Background: an optimization exercise with open tools, aiming at small area, a short achievable clock period and few clock cycles. Do not read the settings as production practice.
Only simulation tests tie the RTL to the original design; equivalence was not proved.
Power is estimated from default activity; no workload was simulated.

## design/flow/config.mk

```make
export PLATFORM = sky130hd
export DESIGN_NAME = depth_rainbow_colormap_unit
export DESIGN_NICKNAME = depth_rainbow_colormap_unit
export VERILOG_FILES = /design/flow/design.v
export SDC_FILE = /design/flow/constraint.sdc
export NUM_CORES = 4
export LEC_CHECK = 0
export ABC_AREA = 1
export CAP_MARGIN = 10
export CORE_MARGIN = 2
export CORE_UTILIZATION = 60
export CTS_CLUSTER_DIAMETER = 100
export CTS_CLUSTER_SIZE = 20
export SETUP_SLACK_MARGIN = 3.2
export SLEW_MARGIN = 10
export SYNTH_MEMORY_MAX_BITS = 16384
export TNS_END_PERCENT = 20
export BUFFER_PORTS_ARGS = -buffer_cell sky130_fd_sc_hd__buf_2
```

## design/flow/design.v

```verilog
package drcm_pkg;
    localparam int LUT_ENTRIES = 256;
    localparam int LUT_SPAN    = LUT_ENTRIES - 1;
    localparam int IDX_W       = $clog2(LUT_ENTRIES);
    localparam int STOP_COUNT  = 6;
    localparam int CHAN_W      = 8;
    localparam int DIST_W      = 16;
    localparam int NUM_W       = DIST_W + IDX_W + 1;
    localparam int PIPE_DEPTH  = 2 + IDX_W + 1;
    localparam int CFG_IDX_W   = 1;
    localparam logic [CFG_IDX_W-1:0] CFG_NEAR_MM = 1'b0;
    localparam logic [CFG_IDX_W-1:0] CFG_FAR_MM  = 1'b1;
    localparam logic [DIST_W-1:0] NEAR_MM_RST = 16'd0;
    localparam logic [DIST_W-1:0] FAR_MM_RST  = 16'd10000;
    typedef struct packed {
        logic [CHAN_W-1:0] blue;
        logic [CHAN_W-1:0] green;
        logic [CHAN_W-1:0] red;
    } t_bgr;
    typedef struct packed {
        logic              black;
        logic [NUM_W-1:0]  rem;
        logic [DIST_W-1:0] den;
    } t_div_beat;
    typedef struct packed {
        logic             black;
        logic [IDX_W-1:0] index;
    } t_idx_beat;
endpackage
module drcm_add #(
    parameter int W = 16
) (
    input  logic [W-1:0] i_a,
    input  logic [W-1:0] i_b,
    input  logic         i_ci,
    output logic [W-1:0] o_s,
    output logic         o_co
);
    logic [W-1:0] t;
    logic [W-1:0] g;
    logic [W-1:0] cg;
    logic [W-1:0] cp;
    always_comb begin
        t = i_a | i_b;
        g = i_a & i_b;
        cg = g;
        cp = t;
        cg[0] = g[0] | (t[0] & i_ci);
        for (int l = 0; (1 << l) < W; l++) begin
            logic [W-1:0] ng;
            logic [W-1:0] np;
            ng = cg;
            np = cp;
            for (int i = 0; i < W; i++) begin
                if ((i >> l) & 1) begin
                    ng[i] = cg[i] | (cp[i] & cg[((i >> l) << l) - 1]);
                    np[i] = cp[i] & cp[((i >> l) << l) - 1];
                end
            end
            cg = ng;
            cp = np;
        end
        o_s  = i_a ^ (i_b ^ {cg[W-2:0], i_ci});
        o_co = cg[W-1];
    end
endmodule
module drcm_div_step #(
    parameter int K = 7
) (
    input  logic [15:0] i_den,
    input  logic [23:0] i_rem,
    input  logic [7:0]  i_quo,
    output logic [23:0] o_rem,
    output logic [7:0]  o_quo
);
    logic [16:0] top;
    logic [16:0] dd;
    logic [16:0] dif;
    logic [16:0] bg;
    logic [16:0] bt;
    assign top = i_rem[K+16:K];
    assign dd  = {1'b0, i_den};
    always_comb begin
        bg = ~top & dd;
        bt = ~top | dd;
        for (int l = 0; l < 5; l++) begin
            logic [16:0] ng;
            logic [16:0] nt;
            ng = bg;
            nt = bt;
            for (int i = 0; i < 17; i++) begin
                if ((i >> l) & 1) begin
                    ng[i] = bg[i] | (bt[i] & bg[((i >> l) << l) - 1]);
                    nt[i] = bt[i] & bt[((i >> l) << l) - 1];
                end
            end
            bg = ng;
            bt = nt;
        end
        dif = top ^ (dd ^ {bg[15:0], 1'b0});
        o_rem = i_rem;
        o_quo = i_quo;
        o_quo[K] = !bg[16];
        if (!bg[16]) o_rem[K+16:K] = dif;
    end
endmodule
module drcm_lut
(
    input  logic       i_black,
    input  logic [7:0] i_index,
    output logic [7:0] o_blue,
    output logic [7:0] o_green,
    output logic [7:0] o_red
);
    logic [23:0] pix;
    always_comb begin
        case (i_index)
            8'd0: pix = {8'd255, 8'd0, 8'd0};
            8'd1: pix = {8'd255, 8'd5, 8'd0};
            8'd2: pix = {8'd255, 8'd10, 8'd0};
            8'd3: pix = {8'd255, 8'd15, 8'd0};
            8'd4: pix = {8'd255, 8'd20, 8'd0};
            8'd5: pix = {8'd255, 8'd25, 8'd0};
            8'd6: pix = {8'd255, 8'd30, 8'd0};
            8'd7: pix = {8'd255, 8'd35, 8'd0};
            8'd8: pix = {8'd255, 8'd40, 8'd0};
            8'd9: pix = {8'd255, 8'd45, 8'd0};
            8'd10: pix = {8'd255, 8'd50, 8'd0};
            8'd11: pix = {8'd255, 8'd55, 8'd0};
            8'd12: pix = {8'd255, 8'd60, 8'd0};
            8'd13: pix = {8'd255, 8'd65, 8'd0};
            8'd14: pix = {8'd255, 8'd70, 8'd0};
            8'd15: pix = {8'd255, 8'd75, 8'd0};
            8'd16: pix = {8'd255, 8'd80, 8'd0};
            8'd17: pix = {8'd255, 8'd85, 8'd0};
            8'd18: pix = {8'd255, 8'd90, 8'd0};
            8'd19: pix = {8'd255, 8'd95, 8'd0};
            8'd20: pix = {8'd255, 8'd100, 8'd0};
            8'd21: pix = {8'd255, 8'd105, 8'd0};
            8'd22: pix = {8'd255, 8'd110, 8'd0};
            8'd23: pix = {8'd255, 8'd115, 8'd0};
            8'd24: pix = {8'd255, 8'd120, 8'd0};
            8'd25: pix = {8'd255, 8'd125, 8'd0};
            8'd26: pix = {8'd255, 8'd130, 8'd0};
            8'd27: pix = {8'd255, 8'd135, 8'd0};
            8'd28: pix = {8'd255, 8'd140, 8'd0};
            8'd29: pix = {8'd255, 8'd145, 8'd0};
            8'd30: pix = {8'd255, 8'd150, 8'd0};
            8'd31: pix = {8'd255, 8'd155, 8'd0};
            8'd32: pix = {8'd255, 8'd160, 8'd0};
            8'd33: pix = {8'd255, 8'd165, 8'd0};
            8'd34: pix = {8'd255, 8'd170, 8'd0};
            8'd35: pix = {8'd255, 8'd175, 8'd0};
            8'd36: pix = {8'd255, 8'd180, 8'd0};
            8'd37: pix = {8'd255, 8'd185, 8'd0};
            8'd38: pix = {8'd255, 8'd190, 8'd0};
            8'd39: pix = {8'd255, 8'd195, 8'd0};
            8'd40: pix = {8'd255, 8'd200, 8'd0};
            8'd41: pix = {8'd255, 8'd205, 8'd0};
            8'd42: pix = {8'd255, 8'd210, 8'd0};
            8'd43: pix = {8'd255, 8'd215, 8'd0};
            8'd44: pix = {8'd255, 8'd220, 8'd0};
            8'd45: pix = {8'd255, 8'd225, 8'd0};
            8'd46: pix = {8'd255, 8'd230, 8'd0};
            8'd47: pix = {8'd255, 8'd235, 8'd0};
            8'd48: pix = {8'd255, 8'd240, 8'd0};
            8'd49: pix = {8'd255, 8'd245, 8'd0};
            8'd50: pix = {8'd255, 8'd250, 8'd0};
            8'd51: pix = {8'd255, 8'd255, 8'd0};
            8'd52: pix = {8'd250, 8'd255, 8'd5};
            8'd53: pix = {8'd245, 8'd255, 8'd10};
            8'd54: pix = {8'd240, 8'd255, 8'd15};
            8'd55: pix = {8'd235, 8'd255, 8'd20};
            8'd56: pix = {8'd230, 8'd255, 8'd25};
            8'd57: pix = {8'd225, 8'd255, 8'd30};
            8'd58: pix = {8'd220, 8'd255, 8'd35};
            8'd59: pix = {8'd215, 8'd255, 8'd40};
            8'd60: pix = {8'd210, 8'd255, 8'd45};
            8'd61: pix = {8'd205, 8'd255, 8'd50};
            8'd62: pix = {8'd200, 8'd255, 8'd55};
            8'd63: pix = {8'd195, 8'd255, 8'd60};
            8'd64: pix = {8'd190, 8'd255, 8'd65};
            8'd65: pix = {8'd185, 8'd255, 8'd70};
            8'd66: pix = {8'd180, 8'd255, 8'd75};
            8'd67: pix = {8'd175, 8'd255, 8'd80};
            8'd68: pix = {8'd170, 8'd255, 8'd85};
            8'd69: pix = {8'd165, 8'd255, 8'd90};
            8'd70: pix = {8'd160, 8'd255, 8'd95};
            8'd71: pix = {8'd155, 8'd255, 8'd100};
            8'd72: pix = {8'd150, 8'd255, 8'd105};
            8'd73: pix = {8'd145, 8'd255, 8'd110};
            8'd74: pix = {8'd140, 8'd255, 8'd115};
            8'd75: pix = {8'd135, 8'd255, 8'd120};
            8'd76: pix = {8'd130, 8'd255, 8'd125};
            8'd77: pix = {8'd125, 8'd255, 8'd130};
            8'd78: pix = {8'd120, 8'd255, 8'd135};
            8'd79: pix = {8'd115, 8'd255, 8'd140};
            8'd80: pix = {8'd110, 8'd255, 8'd145};
            8'd81: pix = {8'd105, 8'd255, 8'd150};
            8'd82: pix = {8'd100, 8'd255, 8'd155};
            8'd83: pix = {8'd95, 8'd255, 8'd160};
            8'd84: pix = {8'd90, 8'd255, 8'd165};
            8'd85: pix = {8'd85, 8'd255, 8'd170};
            8'd86: pix = {8'd80, 8'd255, 8'd175};
            8'd87: pix = {8'd75, 8'd255, 8'd180};
            8'd88: pix = {8'd70, 8'd255, 8'd185};
            8'd89: pix = {8'd65, 8'd255, 8'd190};
            8'd90: pix = {8'd60, 8'd255, 8'd195};
            8'd91: pix = {8'd55, 8'd255, 8'd200};
            8'd92: pix = {8'd50, 8'd255, 8'd205};
            8'd93: pix = {8'd45, 8'd255, 8'd210};
            8'd94: pix = {8'd40, 8'd255, 8'd215};
            8'd95: pix = {8'd35, 8'd255, 8'd220};
            8'd96: pix = {8'd30, 8'd255, 8'd225};
            8'd97: pix = {8'd25, 8'd255, 8'd230};
            8'd98: pix = {8'd20, 8'd255, 8'd235};
            8'd99: pix = {8'd15, 8'd255, 8'd240};
            8'd100: pix = {8'd10, 8'd255, 8'd245};
            8'd101: pix = {8'd5, 8'd255, 8'd250};
            8'd102: pix = {8'd0, 8'd255, 8'd255};
            8'd103: pix = {8'd0, 8'd253, 8'd255};
            8'd104: pix = {8'd0, 8'd251, 8'd255};
            8'd105: pix = {8'd0, 8'd249, 8'd255};
            8'd106: pix = {8'd0, 8'd247, 8'd255};
            8'd107: pix = {8'd0, 8'd246, 8'd255};
            8'd108: pix = {8'd0, 8'd244, 8'd255};
            8'd109: pix = {8'd0, 8'd242, 8'd255};
            8'd110: pix = {8'd0, 8'd240, 8'd255};
            8'd111: pix = {8'd0, 8'd239, 8'd255};
            8'd112: pix = {8'd0, 8'd237, 8'd255};
            8'd113: pix = {8'd0, 8'd235, 8'd255};
            8'd114: pix = {8'd0, 8'd233, 8'd255};
            8'd115: pix = {8'd0, 8'd232, 8'd255};
            8'd116: pix = {8'd0, 8'd230, 8'd255};
            8'd117: pix = {8'd0, 8'd228, 8'd255};
            8'd118: pix = {8'd0, 8'd226, 8'd255};
            8'd119: pix = {8'd0, 8'd225, 8'd255};
            8'd120: pix = {8'd0, 8'd223, 8'd255};
            8'd121: pix = {8'd0, 8'd221, 8'd255};
            8'd122: pix = {8'd0, 8'd219, 8'd255};
            8'd123: pix = {8'd0, 8'd217, 8'd255};
            8'd124: pix = {8'd0, 8'd216, 8'd255};
            8'd125: pix = {8'd0, 8'd214, 8'd255};
            8'd126: pix = {8'd0, 8'd212, 8'd255};
            8'd127: pix = {8'd0, 8'd210, 8'd255};
            8'd128: pix = {8'd0, 8'd209, 8'd255};
            8'd129: pix = {8'd0, 8'd207, 8'd255};
            8'd130: pix = {8'd0, 8'd205, 8'd255};
            8'd131: pix = {8'd0, 8'd203, 8'd255};
            8'd132: pix = {8'd0, 8'd202, 8'd255};
            8'd133: pix = {8'd0, 8'd200, 8'd255};
            8'd134: pix = {8'd0, 8'd198, 8'd255};
            8'd135: pix = {8'd0, 8'd196, 8'd255};
            8'd136: pix = {8'd0, 8'd195, 8'd255};
            8'd137: pix = {8'd0, 8'd193, 8'd255};
            8'd138: pix = {8'd0, 8'd191, 8'd255};
            8'd139: pix = {8'd0, 8'd189, 8'd255};
            8'd140: pix = {8'd0, 8'd187, 8'd255};
            8'd141: pix = {8'd0, 8'd186, 8'd255};
            8'd142: pix = {8'd0, 8'd184, 8'd255};
            8'd143: pix = {8'd0, 8'd182, 8'd255};
            8'd144: pix = {8'd0, 8'd180, 8'd255};
            8'd145: pix = {8'd0, 8'd179, 8'd255};
            8'd146: pix = {8'd0, 8'd177, 8'd255};
            8'd147: pix = {8'd0, 8'd175, 8'd255};
            8'd148: pix = {8'd0, 8'd173, 8'd255};
            8'd149: pix = {8'd0, 8'd172, 8'd255};
            8'd150: pix = {8'd0, 8'd170, 8'd255};
            8'd151: pix = {8'd0, 8'd168, 8'd255};
            8'd152: pix = {8'd0, 8'd166, 8'd255};
            8'd153: pix = {8'd0, 8'd165, 8'd255};
            8'd154: pix = {8'd0, 8'd161, 8'd255};
            8'd155: pix = {8'd0, 8'd158, 8'd255};
            8'd156: pix = {8'd0, 8'd155, 8'd255};
            8'd157: pix = {8'd0, 8'd152, 8'd255};
            8'd158: pix = {8'd0, 8'd148, 8'd255};
            8'd159: pix = {8'd0, 8'd145, 8'd255};
            8'd160: pix = {8'd0, 8'd142, 8'd255};
            8'd161: pix = {8'd0, 8'd139, 8'd255};
            8'd162: pix = {8'd0, 8'd135, 8'd255};
            8'd163: pix = {8'd0, 8'd132, 8'd255};
            8'd164: pix = {8'd0, 8'd129, 8'd255};
            8'd165: pix = {8'd0, 8'd126, 8'd255};
            8'd166: pix = {8'd0, 8'd122, 8'd255};
            8'd167: pix = {8'd0, 8'd119, 8'd255};
            8'd168: pix = {8'd0, 8'd116, 8'd255};
            8'd169: pix = {8'd0, 8'd113, 8'd255};
            8'd170: pix = {8'd0, 8'd110, 8'd255};
            8'd171: pix = {8'd0, 8'd106, 8'd255};
            8'd172: pix = {8'd0, 8'd103, 8'd255};
            8'd173: pix = {8'd0, 8'd100, 8'd255};
            8'd174: pix = {8'd0, 8'd97, 8'd255};
            8'd175: pix = {8'd0, 8'd93, 8'd255};
            8'd176: pix = {8'd0, 8'd90, 8'd255};
            8'd177: pix = {8'd0, 8'd87, 8'd255};
            8'd178: pix = {8'd0, 8'd84, 8'd255};
            8'd179: pix = {8'd0, 8'd80, 8'd255};
            8'd180: pix = {8'd0, 8'd77, 8'd255};
            8'd181: pix = {8'd0, 8'd74, 8'd255};
            8'd182: pix = {8'd0, 8'd71, 8'd255};
            8'd183: pix = {8'd0, 8'd67, 8'd255};
            8'd184: pix = {8'd0, 8'd64, 8'd255};
            8'd185: pix = {8'd0, 8'd61, 8'd255};
            8'd186: pix = {8'd0, 8'd58, 8'd255};
            8'd187: pix = {8'd0, 8'd55, 8'd255};
            8'd188: pix = {8'd0, 8'd51, 8'd255};
            8'd189: pix = {8'd0, 8'd48, 8'd255};
            8'd190: pix = {8'd0, 8'd45, 8'd255};
            8'd191: pix = {8'd0, 8'd42, 8'd255};
            8'd192: pix = {8'd0, 8'd38, 8'd255};
            8'd193: pix = {8'd0, 8'd35, 8'd255};
            8'd194: pix = {8'd0, 8'd32, 8'd255};
            8'd195: pix = {8'd0, 8'd29, 8'd255};
            8'd196: pix = {8'd0, 8'd25, 8'd255};
            8'd197: pix = {8'd0, 8'd22, 8'd255};
            8'd198: pix = {8'd0, 8'd19, 8'd255};
            8'd199: pix = {8'd0, 8'd16, 8'd255};
            8'd200: pix = {8'd0, 8'd12, 8'd255};
            8'd201: pix = {8'd0, 8'd9, 8'd255};
            8'd202: pix = {8'd0, 8'd6, 8'd255};
            8'd203: pix = {8'd0, 8'd3, 8'd255};
            8'd204: pix = {8'd0, 8'd0, 8'd255};
            8'd205: pix = {8'd1, 8'd1, 8'd252};
            8'd206: pix = {8'd2, 8'd2, 8'd250};
            8'd207: pix = {8'd3, 8'd3, 8'd247};
            8'd208: pix = {8'd5, 8'd5, 8'd245};
            8'd209: pix = {8'd6, 8'd6, 8'd242};
            8'd210: pix = {8'd7, 8'd7, 8'd240};
            8'd211: pix = {8'd8, 8'd8, 8'd237};
            8'd212: pix = {8'd10, 8'd10, 8'd235};
            8'd213: pix = {8'd11, 8'd11, 8'd232};
            8'd214: pix = {8'd12, 8'd12, 8'd230};
            8'd215: pix = {8'd13, 8'd13, 8'd227};
            8'd216: pix = {8'd15, 8'd15, 8'd225};
            8'd217: pix = {8'd16, 8'd16, 8'd222};
            8'd218: pix = {8'd17, 8'd17, 8'd220};
            8'd219: pix = {8'd18, 8'd18, 8'd217};
            8'd220: pix = {8'd20, 8'd20, 8'd215};
            8'd221: pix = {8'd21, 8'd21, 8'd212};
            8'd222: pix = {8'd22, 8'd22, 8'd210};
            8'd223: pix = {8'd23, 8'd23, 8'd207};
            8'd224: pix = {8'd25, 8'd25, 8'd205};
            8'd225: pix = {8'd26, 8'd26, 8'd202};
            8'd226: pix = {8'd27, 8'd27, 8'd200};
            8'd227: pix = {8'd28, 8'd28, 8'd197};
            8'd228: pix = {8'd30, 8'd30, 8'd195};
            8'd229: pix = {8'd31, 8'd31, 8'd192};
            8'd230: pix = {8'd32, 8'd32, 8'd190};
            8'd231: pix = {8'd33, 8'd33, 8'd187};
            8'd232: pix = {8'd35, 8'd35, 8'd185};
            8'd233: pix = {8'd36, 8'd36, 8'd182};
            8'd234: pix = {8'd37, 8'd37, 8'd180};
            8'd235: pix = {8'd38, 8'd38, 8'd177};
            8'd236: pix = {8'd40, 8'd40, 8'd175};
            8'd237: pix = {8'd41, 8'd41, 8'd172};
            8'd238: pix = {8'd42, 8'd42, 8'd170};
            8'd239: pix = {8'd43, 8'd43, 8'd167};
            8'd240: pix = {8'd45, 8'd45, 8'd165};
            8'd241: pix = {8'd46, 8'd46, 8'd162};
            8'd242: pix = {8'd47, 8'd47, 8'd160};
            8'd243: pix = {8'd48, 8'd48, 8'd157};
            8'd244: pix = {8'd50, 8'd50, 8'd155};
            8'd245: pix = {8'd51, 8'd51, 8'd152};
            8'd246: pix = {8'd52, 8'd52, 8'd150};
            8'd247: pix = {8'd53, 8'd53, 8'd147};
            8'd248: pix = {8'd55, 8'd55, 8'd145};
            8'd249: pix = {8'd56, 8'd56, 8'd142};
            8'd250: pix = {8'd57, 8'd57, 8'd140};
            8'd251: pix = {8'd58, 8'd58, 8'd137};
            8'd252: pix = {8'd60, 8'd60, 8'd135};
            8'd253: pix = {8'd61, 8'd61, 8'd132};
            8'd254: pix = {8'd62, 8'd62, 8'd130};
            8'd255: pix = {8'd64, 8'd64, 8'd128};
            default: pix = 24'd0;
        endcase
    end
    assign {o_blue, o_green, o_red} = i_black ? 24'd0 : pix;
endmodule
module depth_rainbow_colormap_unit
#(
    parameter int DEPTH_BITS = 24
) (
    input  logic                 i_clk,
    input  logic                 i_rst_n,
    input  logic                 i_depth_valid,
    output logic                 o_depth_ready,
    input  logic [DEPTH_BITS-1:0] i_depth,
    output logic                 o_pixel_valid,
    input  logic                 i_pixel_ready,
    output logic [7:0]           o_blue,
    output logic [7:0]           o_green,
    output logic [7:0]           o_red,
    input  logic                 i_cfg_we,
    input  logic [drcm_pkg::CFG_IDX_W-1:0] i_cfg_idx,
    input  logic [drcm_pkg::DIST_W-1:0]    i_cfg_data
);
    localparam logic [10:1] CUTS = 10'b1111111111;
    localparam int NSTEP = 10;
    localparam logic [1:0] C_DIV = 2'd0, C_ZERO = 2'd1, C_FULL = 2'd2, C_BLACK = 2'd3;
    logic [15:0] r_near;
    logic [15:0] r_far;
    logic [15:0] r_den;
    logic        r_ok;
    logic [16:0] den_full;
    always_ff @(posedge i_clk) begin
        if (!i_rst_n) begin
            r_near <= 16'd0;
            r_far  <= 16'd10000;
        end else if (i_cfg_we) begin
            if (i_cfg_idx[0]) r_far  <= i_cfg_data;
            else              r_near <= i_cfg_data;
        end
    end
    logic den_co;
    drcm_add #(.W(16)) u_den (
        .i_a (r_far), .i_b (~r_near), .i_ci (1'b1),
        .o_s (den_full[15:0]), .o_co (den_co)
    );
    assign den_full[16] = !den_co;
    always_ff @(posedge i_clk) begin
        r_den <= den_full[15:0];
        r_ok  <= !den_full[16] && (den_full[15:0] != 16'd0);
    end
    logic en;
    assign en            = !o_pixel_valid || i_pixel_ready;
    assign o_depth_ready = en;
    logic        in_black;
    logic        in_high;
    logic [16:0] in_diff;
    logic        r1_v;
    logic        r1_black;
    logic        r1_high;
    logic        r1_below;
    logic [15:0] r1_diff;
    assign in_black = i_depth[DEPTH_BITS-1] || (i_depth == '0);
    assign in_high  = |i_depth[DEPTH_BITS-2:16];
    logic in_co;
    drcm_add #(.W(16)) u_diff (
        .i_a (i_depth[15:0]), .i_b (~r_near), .i_ci (1'b1),
        .o_s (in_diff[15:0]), .o_co (in_co)
    );
    assign in_diff[16] = !in_co;
    always_ff @(posedge i_clk) begin
        if (!i_rst_n)  r1_v <= 1'b0;
        else if (en)   r1_v <= i_depth_valid;
    end
    always_ff @(posedge i_clk) begin
        if (en) begin
            r1_black <= in_black;
            r1_high  <= in_high;
            r1_below <= in_diff[16] && !in_high;
            r1_diff  <= in_diff[15:0];
        end
    end
    logic [NSTEP:0] s_v;
    logic [1:0]     s_c [0:NSTEP];
    logic [23:0]    s_r [0:NSTEP];
    logic [7:0]     s_q [0:NSTEP];
    logic [23:0]    s_p;
    logic [1:0]     t_c [1:NSTEP];
    logic [23:0]    t_r [1:NSTEP];
    logic [7:0]     t_q [1:NSTEP];
    logic [23:0]    t_p;
    assign s_v[0] = r1_v;
    assign s_c[0] = C_DIV;
    assign s_r[0] = 24'd0;
    assign s_q[0] = 8'd0;
    logic [15:0] ge_s;
    logic        ge_den;
    logic [23:0] n_s;
    logic [23:0] n_c;
    logic        n_co;
    drcm_add #(.W(16)) u_ge (
        .i_a (r1_diff), .i_b (~r_den), .i_ci (1'b1),
        .o_s (ge_s), .o_co (ge_den)
    );
    always_comb begin
        if (r1_black)                      t_c[1] = C_BLACK;
        else if (r1_below || !r_ok)        t_c[1] = C_ZERO;
        else if (r1_high || ge_den)        t_c[1] = C_FULL;
        else                               t_c[1] = C_DIV;
    end
    always_comb begin
        logic [23:0] x;
        logic [23:0] y;
        logic [23:0] z;
        x = {r1_diff, 8'd0};
        y = {8'hFF, ~r1_diff};
        z = {9'd0, r_den[15:1]};
        n_s = x ^ y ^ z;
        n_c = {((x & y) | (x & z) | (y & z)), 1'b0} ;
    end
    drcm_add #(.W(24)) u_num (
        .i_a (n_s), .i_b (n_c), .i_ci (1'b1),
        .o_s (t_r[1]), .o_co (n_co)
    );
    assign t_q[1] = 8'd0;
    logic [7:0] q_raw [2:9];
    for (genvar j = 2; j <= 9; j++) begin : g_step
        drcm_div_step #(.K(9 - j)) u_step (
            .i_den (r_den),
            .i_rem (s_r[j-1]),
            .i_quo (s_q[j-1]),
            .o_rem (t_r[j]),
            .o_quo (q_raw[j])
        );
        if (j < 9) begin : g_mid
            assign t_q[j] = q_raw[j];
            assign t_c[j] = s_c[j-1];
        end else begin : g_last
            always_comb begin
                case (s_c[j-1])
                    C_ZERO:  t_q[j] = 8'd0;
                    C_FULL:  t_q[j] = 8'd255;
                    C_BLACK: t_q[j] = 8'd0;
                    default: t_q[j] = q_raw[j];
                endcase
            end
            assign t_c[j] = (s_c[j-1] == C_BLACK) ? C_BLACK : C_DIV;
        end
    end
    drcm_lut u_lut (
        .i_black (s_c[9] == C_BLACK),
        .i_index (s_q[9]),
        .o_blue  (t_p[23:16]),
        .o_green (t_p[15:8]),
        .o_red   (t_p[7:0])
    );
    assign t_c[10] = 2'd0;
    assign t_r[10] = 24'd0;
    assign t_q[10] = 8'd0;
    for (genvar j = 1; j <= NSTEP; j++) begin : g_link
        if (CUTS[j]) begin : g_reg
            logic rv;
            always_ff @(posedge i_clk) begin
                if (!i_rst_n) rv <= 1'b0;
                else if (en)  rv <= s_v[j-1];
            end
            assign s_v[j] = rv;
            if (j < NSTEP) begin : g_data
                logic [1:0]  rc;
                logic [23:0] rr;
                logic [7:0]  rq;
                always_ff @(posedge i_clk) begin
                    if (en) begin
                        rc <= t_c[j];
                        rr <= t_r[j];
                        rq <= t_q[j];
                    end
                end
                assign s_c[j] = rc;
                assign s_r[j] = rr;
                assign s_q[j] = rq;
            end else begin : g_pix
                logic [23:0] rp;
                always_ff @(posedge i_clk) begin
                    if (en) rp <= t_p;
                end
                assign s_p = rp;
            end
        end else begin : g_wire
            assign s_v[j] = s_v[j-1];
            if (j < NSTEP) begin : g_data
                assign s_c[j] = t_c[j];
                assign s_r[j] = t_r[j];
                assign s_q[j] = t_q[j];
            end else begin : g_pix
                assign s_p = t_p;
            end
        end
    end
    assign o_pixel_valid = s_v[NSTEP];
    assign {o_blue, o_green, o_red} = s_p;
endmodule
```

## design/flow/flow/run.sh

```bash
#!/bin/bash
set -euo pipefail
echo 'export BUFFER_PORTS_ARGS = -buffer_cell sky130_fd_sc_hd__buf_2' >> config.mk
bash standard.sh > standard.log 2>&1
```

## design/flow/constraint.sdc

```tcl
create_clock -name core_clock -period 6.0 [get_ports {i_clk}]
set_input_delay 1.2000 -clock core_clock [delete_from_list [all_inputs] [get_ports {i_clk}]]
set_output_delay 1.2000 -clock core_clock [all_outputs]
set_load 0.01 [all_outputs]
```

## design/flow/standard.sh

```bash
#!/bin/bash
# synth_recipe.tcl (not shown) runs the flow's synth.tcl, then flattens the netlist and writes it again
# the make line also repeats each setting of config.mk as NAME=value (left out here)
make -C /OpenROAD-flow-scripts/flow DESIGN_CONFIG=/design/flow/config.mk WORK_HOME=/design/flow/orfs CLKGATE_MAP_FILE= SYNTH_SCRIPT=/design/flow/synth_recipe.tcl "${@:-finish}"
```

==> results of run 1 <==
-- layer usage --
layer	up-vias	wire length [um]	global-route usage
li1	9089	-	-
met1	8544	22300	0.375
met2	709	26400	0.515
met3	103	3930	0.0386
met4	0	1070	0.0880
met5	-	0	0
-- worst max-delay path by stage --
stage,from,to,slack (ps),cells after the start
finish,i_pixel_ready,o_depth_ready,3120,4
global route,g_link[5].g_reg.g_data.rr[3]$_DFFE_PP_,g_link[6].g_reg.g_data.rr[6]$_DFFE_PP_,3090,11
CTS,g_link[9].g_reg.g_data.rq[4]$_DFFE_PP_,g_link[10].g_reg.g_pix.rp[16]$_SDFFCE_PP0P_,3030,6
detailed placement,i_depth[0],r1_diff[9]$_DFFE_PP_,2580,11
global placement,i_depth[0],r1_diff[9]$_DFFE_PP_,2620,11
floorplan,i_pixel_ready,o_depth_ready,2780,3
-- power by group --
group	internal, mW	total, mW	switching (mW)
Clock	0.662	1.41	0.747
Combinational	2.14	5.92	3.79
Sequential	3.62	4.10	0.476
Total	6.42	11.4	5.01
-- cell families after synthesis --
kind of cell,after synthesis
fa+ha+maj,79
xor+xnor,60
buf+inv,495
simple gates,1247
flops,320
compound gates,516
-- synth_stat cells (all sizes together) (3+ instances only) --
cell     number
nand2       658
inv         425
nor2        326
o21ai       267
edfxtp      260
nand3       189
a21oi       145
dfxtp        60
fa           47
buf          36
xor2         35
ha           32
clkbuf       30
nand4        30
xnor2        25
o211ai       22
o21bai       18
nand3b       17
nor3         16
a31oi        12
a21boi       10
a21o          6
o22ai         6
nor4          5
o21a          5
o221ai        5
clkinv        4
o2111ai       4
o311ai        3
o31ai         3
or2           3
-- stage by stage --
| stage | setup slack (ps) | instance area [um2] | cells | utilization | total power, mW |
|---|---|---|---|---|---|
| floorplan | 2780 | 21000 | 2717 | - | 8.45 |
| detailed placement | 2580 | 21600 | 3185 | 0.626 | 9.67 |
| global placement | 2620 | 21600 | 3185 | 0.626 | 9.34 |
| CTS | 3030 | 22300 | 3235 | 0.648 | 11.2 |
| finish | 3120 | 22800 | 3268 | 0.660 | 11.4 |
| global route | 3090 | 22800 | 3268 | 0.660 | 12.4 |
-- registers in the layout, indices dropped and copies added (netlist names), 10 cells and up --
| name | cells |
|---|---|
| r_far | 16 |
| g_link.g_reg.g_data.rq | 36 |
| g_link.g_reg.g_data.rc | 17 |
| r_near | 16 |
| r1_diff | 16 |
| r_den | 16 |
| g_link.g_reg.g_pix.rp | 24 |
| g_link.g_reg.g_data.rr | 164 |
| g_link.g_reg.rv | 10 |
-- worst reg2reg max path, stage by stage, from the launching register on --
cell     delay [ps]
dfxtp_4         410
ha_1            220
fa_1            460
o21ai_0         180
o21ai_1         140
nand3_1         120
nand2_2         150
nand3_1         110
nand2_1         110
nand2_4         220
inv_2           190
nand2_1          90
o21ai_0          80
-- final cells by class --
type,count,area [um2]
inverters,429,1660
repair buffers,123,803
multi-input cells,1903,10100
well taps,455,569
fillers,2876,11700
flip-flops and latches,320,9030
repair inverters,2,17.5
clock buffers,33,571
clock inverters,3,23.8
-- repair_timing --
| item | 4_1_cts | 5_1_grt |
|---|---|---|
| gates resized for setup | 17 | 51 |
| setup buffers | 11 | 33 |
| endpoints found under the setup margin | 109 | 140 |
| pin swaps | 2 | 16 |
| cloned | 3 | 0 |
==> results.yml, run 1 <==
run_status:
  outcome: "timing/DRC/antenna clean"
synthesis:
  yosysUniqueCellTypes: 53
  yosys_warnings: 45
  synth_fa_ha_area_frac: 0.0640
  yosys.area.top_type: "edfxtp_1"
  synth_seq_cells: 320
  synth_edf_count: 260
  yosys-mux-area-fraction: 0
  synth-seq-area-share: 0.430
  synthSimpleGateAreaFrac: 0.247
  synth_top_family_by_area: "simple AND/OR/NAND/NOR gates"
  synth_nets: 2842
  synth_compound_area_frac: 0.139
  synth-xor-area-share: 0.0251
  async_reset_ff_frac: 0
  syn_area_per_cell_um2: 7.71
  synth_ff_type: "edfxtp_1"
  netlist_top_cells_area: "edfxtp_1 37%, nand2_1 12%, inv_1 7.4%"
  syn_inst: 2717
  syn-cell-area_um2: 21000
  synth_top_area_frac: 0.373
worst_setup_path:
  worstReg2RegStart: "r_den[0]$_DFF_P_"
  critPathBufInv: 3
  crit_fanout: 2
  crit_chain: "buf_6 -> nor2_4 -> inv_12 -> buf_6"
  crit_top_cell: "buf_6"
  crit_arrival_ps: 1680
  critPathLaunchType: "primary input"
  crit_family: "buffers and inverters"
  crit_type: "in2out"
  critPathRequiredTime_ps: 4800
  reg2reg_setup_slack_ps: 3280
  cpPeakStageDelay_ps: 200
  cp-end-kind: "output port"
  reg2reg_depth: 12
  cp_slowest_cell: "nor2_4"
  rr_endpoint: "g_link[3].g_reg.g_data.rr[8]$_DFFE_PP_"
grt:
  grt_antenna_before_repair: 0
  grt_pass1_vias: 17600
  grt.overflow.total: 0
  grt_max_degree: 149
  track_usage: 0.292
  grt_pass1_wl_mm: 85.5
die:
  num_rows: 68
  dieArea_um2: 36400
  die_h_um: 191
  die_x_um: 191
  fp.coreArea_um2: 34500
  io_pins: 72
  start_util: 0.608
clock_tree:
  insertion_delay_ps: 530
  cts_root_buf: "clkbuf_16"
  cts_hold_buf: 0
  htree_levels: 1
  clockBufferDepth: 3
  cts_buffers: 20
  tritoncts: "yes"
  clock_sinks: 320
  clkTransAtPathRegs_ps: 80
route:
  route.detailed.drc: 0
  drtIter0Drc: 1690
  dr_total_vias: 18400
  avgViaCountPerCell: 5.64
  drt_wl_total_mm: 53.7
  wire_per_inst_um: 16.4
  drt_first_pass_iters: 7
  ant_nets: 0
final_layout:
  drive_gt1_frac: 0.0828
  diodes: 0
  final_nets: 2924
  layout_common_cells: "643 x nand2_1, 404 x inv_1, 323 x nor2_1"
  layout_commonest_cell: "nand2_1"
  areaGrowthSynthToFinish_pct: 8.59
min_path:
  whs_path_depth: 0
  hold_path_class: "reg2reg"
  min_to: "g_link[8].g_reg.g_data.rc[0]$_DFFE_PP_"
  hold_path.startpoint: "g_link[7].g_reg.g_data.rc[0]$_DFFE_PP_"
timing:
  rsz0062_at_grt: "true"
  fin_skew_ps: 18.1
  worst_pin_slew_ps: 956
  relSlewSlack: 0.363
  hold_viol: 0
  period_share: 0.479
  report.final.slew_viol_count: 0
  tns_ps: 0
  final.min_clock_period_ps: 2880
  hold_ws_ps: 420
  setup_viol: 0
  max_freq_mhz: 348
pwr:
  p_per_area_nw_per_um2: 502
  power.leakage_nw: 10.8
  vdd_drop_max_mv: 0.340
run:
  drv_cap: 0
placed_design:
  place_hpwl_mm: 38.3
  gp_congestion: 0.929
  portBuffers: 71
Testbench counts, summed over its fixed seeds: cycles 16,088.
==> inputs of run 2 (changes only) <==
==> design/flow/flow/run.sh (replaced) <==
#!/bin/bash
set -euo pipefail
echo 'export BUFFER_PORTS_ARGS = -buffer_cell sky130_fd_sc_hd__buf_1' >> config.mk
bash standard.sh > standard.log 2>&1
==> design/flow/config.mk (replaced) <==
export PLATFORM = sky130hd
export DESIGN_NAME = depth_rainbow_colormap_unit
export DESIGN_NICKNAME = depth_rainbow_colormap_unit
export VERILOG_FILES = /design/flow/design.v
export SDC_FILE = /design/flow/constraint.sdc
export NUM_CORES = 4
export LEC_CHECK = 0
export ABC_AREA = 1
export CAP_MARGIN = 20
export CORE_MARGIN = 2
export CORE_UTILIZATION = 60
export CTS_CLUSTER_DIAMETER = 100
export CTS_CLUSTER_SIZE = 20
export SETUP_SLACK_MARGIN = 3.3
export SLEW_MARGIN = 20
export SYNTH_MEMORY_MAX_BITS = 16384
export BUFFER_PORTS_ARGS = -buffer_cell sky130_fd_sc_hd__buf_1
==> results.yml, run 2 <==
pwr:
  power.switching_mw: 5.03
  p_int_mw: 6.51
  vdd_drop_max_mv: 0.301
  netSwitchingFraction: 0.436
  power.leakage_nw: 10.7
  pwr-share-seq: 0.355
  pwr-share-clk: 0.123
  p_per_area_nw_per_um2: 504
  power_mw: 11.5
  p_comb_frac: 0.522
worst_setup_path:
  crit_family: "buffers and inverters"
  crit_type: "in2out"
  crit_chain: "buf_6 -> nor2_4 -> inv_16 -> buf_6"
  cpPeakStageDelay_ps: 220
  critPathRequiredTime_ps: 4800
  cp_slowest_cell: "nor2_4"
  crit_arrival_ps: 1700
  critPathBufInv: 3
  cp-end-kind: "output port"
  crit_top_cell: "buf_6"
  crit_fanout: 2
  critPathLaunchType: "primary input"
timing:
  setup_ws_ps: 3100
  max_freq_mhz: 345
  period_share: 0.483
  report.final.slew_viol_count: 0
  final.min_clock_period_ps: 2900
  worst_pin_slew_ps: 1050
  hold_ws_ps: 420
  fin_skew_ps: 34.4
  hold_viol: 0
  setup_viol: 0
  rsz0062_at_grt: "true"
  relSlewSlack: 0.301
  tns_ps: 0
synthesis:
  synth_top_area_frac: 0.373
  syn-cell-area_um2: 21000
  yosysUniqueCellTypes: 53
  netlist_top_cells_area: "edfxtp_1 37%, nand2_1 12%, inv_1 7.4%"
  synth_fa_ha_area_frac: 0.0640
  synth_ff_type: "edfxtp_1"
  syn_inst: 2717
  synthTopCellsByCount: "647 x nand2_1, 415 x inv_1, 325 x nor2_1"
  synth_edf_count: 260
  synth_seq_cells: 320
  synth_top_family_by_area: "simple AND/OR/NAND/NOR gates"
  yosys.area.top_type: "edfxtp_1"
  syn_area_per_cell_um2: 7.71
  synth-seq-area-share: 0.430
  async_reset_ff_frac: 0
  yosys-mux-area-fraction: 0
  synth_nets: 2842
  synth-xor-area-share: 0.0251
  synth_compound_area_frac: 0.139
  yosysMostFrequentCell: "nand2_1"
  yosys_warnings: 45
  synthSimpleGateAreaFrac: 0.247
final_layout:
  regMostFlops: "g_link.g_reg.g_data.rr"
  drive_gt1_frac: 0.0746
  diodes: 0
  fillers: 2838
  areaGrowthSynthToFinish_pct: 9.30
  layout_common_cells: "642 x nand2_1, 399 x inv_1, 321 x nor2_1"
  layout_commonest_cell: "nand2_1"
  reg.largest.list: "g_link.g_reg.g_data.rr x164, g_link.g_reg.g_data.rq x36, g_link.g_reg.g_pix.rp x24"
  largest_register_ffs: 164
  final_nets: 2939
placed_design:
  pre_cts_ws_ps: 2480
  portBuffers: 71
  gp_congestion: 0.939
  place_hpwl_mm: 37.6
route:
  drtIter0Drc: 1506
  route.detailed.drc: 0
  wire_per_inst_um: 16.1
  ant_nets: 0
  drt_wl_total_mm: 52.8
  dr_total_vias: 18500
  avgViaCountPerCell: 5.62
  drt_first_pass_iters: 5
clock_tree:
  clock_sinks: 320
  cts_hold_buf: 0
  tritoncts: "yes"
  clkTransAtPathRegs_ps: 80
  htree_levels: 1
  cts_root_buf: "clkbuf_16"
  clockBufferDepth: 3
  cts_buffers: 20
  insertion_delay_ps: 550
grt:
  grt_pass1_wl_mm: 83.8
  grt.overflow.total: 0
  track_usage: 0.288
  grt_max_degree: 85
  grt_antenna_before_repair: 0
  grt_pass1_vias: 17400
die:
  start_util: 0.608
  num_rows: 68
  die_x_um: 191
  dieArea_um2: 36400
  fp.coreArea_um2: 34500
  die_h_um: 191
  io_pins: 72
run:
  drv_cap: 0
run_status:
  outcome: "timing/DRC/antenna clean"
min_path:
  hold_path_class: "reg2reg"
==> run 2: kinds of logic after synthesis <==
family / Yosys count
AO/OA/AOI/OAI: 516
XOR/XNOR: 60
adder cells (fa/ha/maj): 79
buffers and inverters: 495
flip-flops: 320
AND/OR/NAND/NOR: 1247
==> run 2: through the flow <==
stage               cell area, um2  std cells  utilization
detailed placement           21500       3188        0.625
CTS                          22500       3252        0.652
global placement             21500       3188        0.625
floorplan                    21000       2717            -
finish                       22900       3283        0.665
global route                 22900       3283        0.665
==> run 2: final cells by class <==
cell class	count	area (um2)	share of cell area
multi-input cells	1903	10200	0.445
clock inverters	3	26.3	0.00115
repair buffers	137	818	0.0357
inverters	429	1670	0.0728
well taps	455	569	0.0249
repair inverters	3	26.3	0.00115
clock buffers	33	571	0.0249
flip-flops and latches	320	9040	0.395
==> run 2: path summary, 6_finish.rpt <==
kind,to,start,depth (start not counted),slack (ps)
hold reg to reg,g_link[8].g_reg.g_data.rq[7]$_DFFE_PP_,g_link[7].g_reg.g_data.rq[7]$_DFFE_PP_,0,420
setup reg to reg,r_ok$_DFF_P_,r_near[0]$_SDFFE_PN0P_,18,3330
hold / removal,g_link[8].g_reg.g_data.rq[7]$_DFFE_PP_,g_link[7].g_reg.g_data.rq[7]$_DFFE_PP_,0,420
setup / recovery,o_depth_ready,i_pixel_ready,4,3100
==> run 2: worst register-to-register path: stages (launching register included) <==
cell,delay [ps]
dfxtp_4,360
ha_4,150
inv_2,50
fa_2,210
nand2_2,50
nand3_2,80
nand3_2,70
nand2_2,80
inv_2,40
fa_1,540
nand3_2,80
nor3_2,140
nand2_1,110
nor3_4,210
nand3_1,90
nor2_1,100
nand2_1,60
nor2_1,110
nor2_1,50
==> run 2: routing by layer <==
| metal | wire, um | part of all wire | up-vias | GRT usage |
|---|---|---|---|---|
| met2 | 26300 | 0.50 | 571 | 0.514 |
| met5 | 0 | 0 | - | 0 |
| met1 | 22300 | 0.42 | 8661 | 0.366 |
| met3 | 2960 | 0.056 | 91 | 0.0318 |
| li1 | - | - | 9135 | - |
| met4 | 1190 | 0.022 | 0 | 0.0865 |
==> run 2: timing repair <==
| action | CTS | global route |
|---|---|---|
| gates cloned | 4 | 0 |
| setup buffers | 24 | 31 |
| endpoints found under the setup margin | 133 | 114 |
| pin swaps | 8 | 21 |
| resized for setup | 38 | 64 |
==> run 2: power groups by stage <==
| stage | registers, mW | clock network [mW] | logic, mW |
|---|---|---|---|
| CTS | 4.09 | 1.45 | 5.69 |
| global placement | 4.10 | 0 | 5.22 |
| global route | 4.19 | 1.52 | 6.84 |
| floorplan | 3.98 | 0 | 4.48 |
| finish | 4.10 | 1.42 | 6.02 |
| detailed placement | 4.14 | 0 | 5.50 |
==> inputs of run 3 (changes only) <==
==> design/flow/flow/run.sh (replaced) <==
#!/bin/bash
set -euo pipefail
echo 'export BUFFER_PORTS_ARGS = -buffer_cell sky130_fd_sc_hd__buf_2' >> config.mk
bash standard.sh > standard.log 2>&1
--- a/design/flow/config.mk
+++ b/design/flow/config.mk
@@ -9,9 +9,11 @@
 export CAP_MARGIN = 20
 export CORE_MARGIN = 2
 export CORE_UTILIZATION = 60
-export CTS_CLUSTER_DIAMETER = 100
-export CTS_CLUSTER_SIZE = 20
+export CTS_BUF_LIST = sky130_fd_sc_hd__clkbuf_8 sky130_fd_sc_hd__clkbuf_16
+export CTS_CLUSTER_DIAMETER = 80
+export CTS_CLUSTER_SIZE = 16
 export SETUP_SLACK_MARGIN = 3.3
 export SLEW_MARGIN = 20
 export SYNTH_MEMORY_MAX_BITS = 16384
-export BUFFER_PORTS_ARGS = -buffer_cell sky130_fd_sc_hd__buf_1
+export TNS_END_PERCENT = 5
+export BUFFER_PORTS_ARGS = -buffer_cell sky130_fd_sc_hd__buf_2
==> results.yml, run 3 <==
placed_design:
  portBuffers: 71
  gp_congestion: 0.929
  place_area_um2: 21600
  place_hpwl_mm: 38.3
final_layout:
  stdcell_area_um2: 23000
  diodes: 0
  largest_register_ffs: 164
  regMostFlops: "g_link.g_reg.g_data.rr"
  layout_commonest_cell: "nand2_1"
  reg.largest.list: "g_link.g_reg.g_data.rr x164, g_link.g_reg.g_data.rq x36, g_link.g_reg.g_pix.rp x24"
  areaGrowthSynthToFinish_pct: 9.85
  layout_common_cells: "643 x nand2_1, 418 x inv_1, 324 x nor2_1"
  final_nets: 2938
  drive_gt1_frac: 0.0882
pwr:
  power.leakage_nw: 11.0
  power_mw: 11.7
  vdd_drop_max_mv: 0.296
  p_per_area_nw_per_um2: 509
timing:
  fin_skew_ps: 18.6
  setup_viol: 0
  relSlewSlack: 0.361
  max_freq_mhz: 348
  final.min_clock_period_ps: 2870
  hold_ws_ps: 409
  report.final.slew_viol_count: 0
  rsz0062_at_grt: "true"
  tns_ps: 0
  worst_pin_slew_ps: 958
  period_share: 0.479
  hold_viol: 0
worst_setup_path:
  rr_endpoint: "g_link[3].g_reg.g_data.rr[8]$_DFFE_PP_"
  startpoint: "i_pixel_ready"
  cp-endpoint: "o_depth_ready"
  critPathBufInv: 3
  critPathRequiredTime_ps: 4800
  cp-end-kind: "output port"
  critPathLaunchType: "primary input"
  cpPeakStageDelay_ps: 200
  crit_top_cell: "buf_6"
  worstReg2RegStart: "r_den[0]$_DFF_P_"
  crit_arrival_ps: 1670
  reg2reg_depth: 12
  crit_type: "in2out"
  path_depth: 4
  crit_fanout: 2
  cp_slowest_cell: "nor2_4"
  crit_family: "buffers and inverters"
  reg2reg_setup_slack_ps: 3280
  crit_chain: "buf_6 -> nor2_4 -> inv_12 -> buf_6"
route:
  ant_nets: 0
  drt_wl_total_mm: 54.1
  drt_first_pass_iters: 6
  wire_per_inst_um: 16.5
  avgViaCountPerCell: 5.65
  dr_total_vias: 18600
  route.detailed.drc: 0
  drtIter0Drc: 1576
grt:
  track_usage: 0.296
  grt.overflow.total: 0
  grt_antenna_before_repair: 1
  grt_max_degree: 149
  grt_pass1_wl_mm: 86.0
  grt_pass1_vias: 17600
die:
  num_rows: 68
  io_pins: 72
  dieArea_um2: 36400
  start_util: 0.608
  die_h_um: 191
  fp.coreArea_um2: 34500
  die_x_um: 191
clock_tree:
  clock_sinks: 320
  clockBufferDepth: 3
  cts_buffers: 26
  insertion_delay_ps: 570
  htree_levels: 1
  cts_hold_buf: 0
  clkTransAtPathRegs_ps: 70
  cts_root_buf: "clkbuf_16"
  tritoncts: "yes"
min_path:
  hold_path_class: "reg2reg"
synthesis:
  yosysMostFrequentCell: "nand2_1"
  synth_nets: 2842
  yosys_warnings: 45
  synth_top_area_frac: 0.373
  async_reset_ff_frac: 0
  synth_seq_cells: 320
  syn_area_per_cell_um2: 7.71
  synth-seq-area-share: 0.430
  synth_ff_type: "edfxtp_1"
  syn_inst: 2717
  yosys.area.top_type: "edfxtp_1"
  syn-cell-area_um2: 21000
  synthTopCellsByCount: "647 x nand2_1, 415 x inv_1, 325 x nor2_1"
  synth_edf_count: 260
  netlist_top_cells_area: "edfxtp_1 37%, nand2_1 12%, inv_1 7.4%"
  yosysUniqueCellTypes: 53
run:
  drv_cap: 0
run_status:
  outcome: "timing/DRC/antenna clean"
-- run 3: cell counts after synthesis --
Identical to the previous run, type by type.
-- run 3: through the flow --
step	util	setup WS, ps	cells
3_3_place_gp	0.626	2620	3185
2_1_floorplan	-	2780	2717
3_5_place_dp	0.626	2580	3185
6_report	0.668	3130	3288
5_1_grt	0.668	3090	3288
4_1_cts	0.655	3060	3249
-- run 3: how the worst min path moves through the flow --
stage	from	endpoint	slack, ps	cells after the start
global placement	g_link[7].g_reg.g_data.rr[0]$_DFFE_PP_	g_link[8].g_reg.g_data.rr[0]$_DFFE_PP_	400	0
finish	g_link[7].g_reg.g_data.rq[2]$_DFFE_PP_	g_link[8].g_reg.g_data.rq[2]$_DFFE_PP_	410	0
detailed placement	g_link[1].g_reg.g_data.rr[6]$_DFFE_PP_	g_link[2].g_reg.g_data.rr[6]$_DFFE_PP_	400	0
global route	g_link[7].g_reg.g_data.rq[3]$_DFFE_PP_	g_link[8].g_reg.g_data.rq[3]$_DFFE_PP_	420	0
floorplan	g_link[1].g_reg.g_data.rc[0]$_SDFFCE_PP1P_	g_link[2].g_reg.g_data.rc[0]$_DFFE_PP_	400	0
CTS	g_link[7].g_reg.g_data.rq[2]$_DFFE_PP_	g_link[8].g_reg.g_data.rq[2]$_DFFE_PP_	410	0
-- run 3: repair_timing --
| action | CTS | global route |
|---|---|---|
| buffers inserted | 13 | 38 |
| setup endpoints to repair | 144 | 155 |
| gates resized for setup | 16 | 42 |
| cloned | 3 | 1 |
| pin swaps | 3 | 18 |
-- run 3: cells by family (layout without fill, tap and decap cells) --
family	count (synthesis)	in the layout	synth area share
AO/OA/AOI/OAI	516	517	0.139
adder cells (fa/ha/maj)	79	79	0.0640
AND/OR/NAND/NOR	1247	1247	0.247
flip-flops	320	320	0.430
XOR/XNOR	60	60	0.0251
buffers and inverters	495	610	0.0953
-- run 3: report_power, final --
| part | internal [mW] | total [mW] | leakage (nW) | switching [mW] |
|---|---|---|---|---|
| sequential | 3.62 | 4.09 | 3.23 | 0.466 |
| clock | 0.850 | 1.68 | 0.447 | 0.829 |
| combinational | 2.15 | 5.94 | 7.34 | 3.79 |
-- run 3: layout make-up --
cell class | instances | area, um2
clock buffer | 29 | 703
clock inverter | 19 | 113
fill | 2836 | 11400
inverter | 429 | 1650
multi-input combinational | 1903 | 10100
sequential | 320 | 9030
tap | 455 | 569
timing repair buffer | 130 | 856
timing repair inverter | 3 | 22.5
-- run 3: per-layer routing --
layer,part of all wire,GRT usage,vias up
met5,0.00022,0,-
met4,0.023,0.0900,2
met3,0.068,0.0361,113
met2,0.49,0.521,699
met1,0.42,0.381,8628
li1,-,-,9140
==> inputs of run 4 (changes only) <==
--- a/design/flow/config.mk
+++ b/design/flow/config.mk
@@ -9,9 +9,9 @@
 export CAP_MARGIN = 20
 export CORE_MARGIN = 2
 export CORE_UTILIZATION = 60
-export CTS_BUF_LIST = sky130_fd_sc_hd__clkbuf_8 sky130_fd_sc_hd__clkbuf_16
-export CTS_CLUSTER_DIAMETER = 80
-export CTS_CLUSTER_SIZE = 16
+export CTS_BUF_LIST = sky130_fd_sc_hd__clkbuf_8
+export CTS_CLUSTER_DIAMETER = 60
+export CTS_CLUSTER_SIZE = 12
 export SETUP_SLACK_MARGIN = 3.3
 export SLEW_MARGIN = 20
 export SYNTH_MEMORY_MAX_BITS = 16384
==> results.yml, run 4 <==
worst_setup_path:
  crit_top_cell: "buf_6"
  critPathLaunchType: "primary input"
  cp-end-kind: "output port"
  critPathRequiredTime_ps: 4800
  worstReg2RegStart: "r_den[0]$_DFF_P_"
  cpPeakStageDelay_ps: 190
  crit_fanout: 2
  reg2reg_depth: 12
  crit_type: "in2out"
  reg2reg_setup_slack_ps: 3280
  cp_slowest_cell: "nor2_4"
  crit_chain: "buf_6 -> nor2_4 -> inv_12 -> buf_6"
  rr_endpoint: "g_link[7].g_reg.g_data.rr[2]$_DFFE_PP_"
  crit_arrival_ps: 1660
final_layout:
  regMostFlops: "g_link.g_reg.g_data.rr"
  diodes: 0
  final_nets: 2953
  areaGrowthSynthToFinish_pct: 9.42
  largest_register_ffs: 164
  fin_cells: 3306
  layout_common_cells: "644 x nand2_1, 416 x inv_1, 324 x nor2_1"
  reg.largest.list: "g_link.g_reg.g_data.rr x164, g_link.g_reg.g_data.rq x36, g_link.g_reg.g_pix.rp x24"
  drive_gt1_frac: 0.0937
  stdcell_area_um2: 22900
  layout_commonest_cell: "nand2_1"
synthesis:
  netlist_top_cells_area: "edfxtp_1 37%, nand2_1 12%, inv_1 7.4%"
  synth_nets: 2842
  async_reset_ff_frac: 0
  synth-xor-area-share: 0.0251
  synth-seq-area-share: 0.430
  yosys.area.top_type: "edfxtp_1"
  synth_fa_ha_area_frac: 0.0640
  yosysUniqueCellTypes: 53
  yosysMostFrequentCell: "nand2_1"
  syn_inst: 2717
  syn_area_per_cell_um2: 7.71
  synth_edf_count: 260
  synth_top_family_by_area: "simple AND/OR/NAND/NOR gates"
  yosys_warnings: 45
  synth_compound_area_frac: 0.139
  synth_seq_cells: 320
  synth_ff_type: "edfxtp_1"
  synthSimpleGateAreaFrac: 0.247
  synth_top_area_frac: 0.373
  synthTopCellsByCount: "647 x nand2_1, 415 x inv_1, 325 x nor2_1"
  syn-cell-area_um2: 21000
  yosys-mux-area-fraction: 0
placed_design:
  place_inst: 3185
  place_hpwl_mm: 38.3
  portBuffers: 71
  pre_cts_ws_ps: 2580
  place_area_um2: 21600
  gp_congestion: 0.929
grt:
  grt_max_degree: 149
  grt_antenna_before_repair: 0
  grt_pass1_wl_mm: 86.3
  use_met3: 0.0517
  grt_util_met1: 0.378
  grt.busiest_layer: "met2"
  grt.overflow.total: 0
  grt_pass1_vias: 17700
  track_usage: 0.299
  grtUsageMet2: 0.512
timing:
  final.min_clock_period_ps: 2860
  setup_viol: 0
  setup_ws_ps: 3140
  rsz0062_at_grt: "true"
  tns_ps: 0
  period_share: 0.477
  max_freq_mhz: 350
  relSlewSlack: 0.364
  fin_skew_ps: 22.8
  hold_viol: 0
  worst_pin_slew_ps: 954
  report.final.slew_viol_count: 0
die:
  die_h_um: 191
  die_x_um: 191
  num_rows: 68
  dieArea_um2: 36400
  fp.coreArea_um2: 34500
  start_util: 0.608
  io_pins: 72
clock_tree:
  cts_hold_buf: 0
  clock_sinks: 320
  cts_buffers: 37
  clockBufferDepth: 3
  clkTransAtPathRegs_ps: 80
  tritoncts: "yes"
  htree_levels: 2
  insertion_delay_ps: 630
  cts_root_buf: "clkbuf_8"
pwr:
  pwr-share-clk: 0.130
  power_mw: 11.6
  netSwitchingFraction: 0.441
  p_comb_frac: 0.517
  p_per_area_nw_per_um2: 507
  p_int_mw: 6.49
  pwr-share-seq: 0.353
  power.leakage_nw: 11.0
  vdd_drop_max_mv: 0.288
  power.switching_mw: 5.13
route:
  dr_total_vias: 18700
  avgViaCountPerCell: 5.65
  route.detailed.drc: 0
  ant_nets: 0
  drtIter0Drc: 1833
  drt_first_pass_iters: 8
  drt_wl_total_mm: 54.4
  wire_per_inst_um: 16.5
run_status:
  outcome: "timing/DRC/antenna clean"
run:
  drv_cap: 0
min_path:
  hold_path_class: "reg2reg"
  whs_path_depth: 0
  hold_path.startpoint: "g_link[4].g_reg.g_data.rr[3]$_DFFE_PP_"
  min_to: "g_link[5].g_reg.g_data.rr[3]$_DFFE_PP_"
-- run 4: cell counts after synthesis --
Identical to the previous run, type by type.
-- run 4: how the worst max path moves through the flow --
| stage | from | end | slack [ps] | cells past startpoint |
|---|---|---|---|---|
| 2_1_floorplan | i_pixel_ready | o_depth_ready | 2780 | 3 |
| 3_3_place_gp | i_depth[0] | r1_diff[9]$_DFFE_PP_ | 2620 | 11 |
| 3_5_place_dp | i_depth[0] | r1_diff[9]$_DFFE_PP_ | 2580 | 11 |
| 4_1_cts | g_link[9].g_reg.g_data.rq[3]$_DFFE_PP_ | g_link[10].g_reg.g_pix.rp[11]$_SDFFCE_PP0P_ | 3050 | 9 |
| 5_1_grt | r1_diff[12]$_DFFE_PP_ | g_link[1].g_reg.g_data.rr[17]$_DFFE_PP_ | 3120 | 10 |
| 6_report | i_pixel_ready | o_depth_ready | 3140 | 4 |
-- run 4: through the flow --
| stage | util | hold slack [ps] |
|---|---|---|
| floorplan | - | 400 |
| global placement | 0.626 | 401 |
| detailed placement | 0.626 | 405 |
| CTS | 0.651 | 419 |
| global route | 0.665 | 420 |
| finish | 0.665 | 416 |
-- run 4: area by class of cell --
cell class	instances	area [um2]
clock inverter	23	158
clock buffer	39	537
timing repair buffer	134	898
fill	2854	11500
timing repair inverter	3	22.5
inverter	429	1660
tap	455	569
sequential	320	9020
multi-input combinational	1903	10100
-- run 4: worst max-delay path: cells and delay by family --
kind                   cells  cell delay [ps]
buffers and inverters      3              270
and+or+nand+nor            1              190
-- run 4: cells by family after synthesis --
group | after synthesis
adder cells (fa/ha/maj) | 79
AND/OR/NAND/NOR | 1247
buffers and inverters | 495
AO/OA/AOI/OAI | 516
flip-flops | 320
XOR/XNOR | 60
-- run 4: power groups by stage --
stage               Sequential [mW]  Clock (mW)  Combinational (mW)
floorplan                      3.98           0                4.48
global placement               4.11           0                5.23
detailed placement             4.15           0                5.52
CTS                            4.10        1.54                5.62
global route                   4.19        1.63                6.83
finish                         4.10        1.51                6.02
-- run 4: routing by layer --
layer	vias up	share of wire
li1	9140	-
met3	129	0.079
met2	755	0.48
met5	-	0
met4	0	0.029
met1	8652	0.41
-- run 4: what timing repair did --
item	4_1_cts	5_1_grt
setup endpoints to repair	143	151
pin swaps	2	9
resized for setup	17	39
cloned	3	1
setup buffers	11	44

==> what the ideal ports hide <==
No port has a modelled driver above. Below, the same layouts with a new extraction and two added sets of constraints.
Step 1 sets driving cells, clkbuf_16 on the clock port and buf_2 on the other inputs (assumed; they add their load-dependent delay and slew).
Step 2 times the ports against the registers' clock, not the clock port: input delays grow and output delays shrink by t, the midpoint of the rising clock arrivals with the driver on.
Three values: no drivers, after step 1, after step 2; two values: the first two.
| run | shift t [ns] | slack for setup (ns) | worst slew at a driven data input, ns |
|---|---|---|---|
| run 1 | 0.577 | 3.124 / 3.093 / 2.657 | 0.04 |
| run 2 | 0.584 | 3.105 / 3.074 / 2.833 | 0.04 |
| run 3 | 0.615 | 3.126 / 3.095 / 2.666 | 0.04 |
| run 4 | 0.665 | 3.140 / 3.110 / 2.590 | 0.04 |
After both steps setup and hold are still met in every run listed. The setup slack of run 4, which loses most, moves by -0.030 ns with the drivers and by -0.550 ns with both steps.
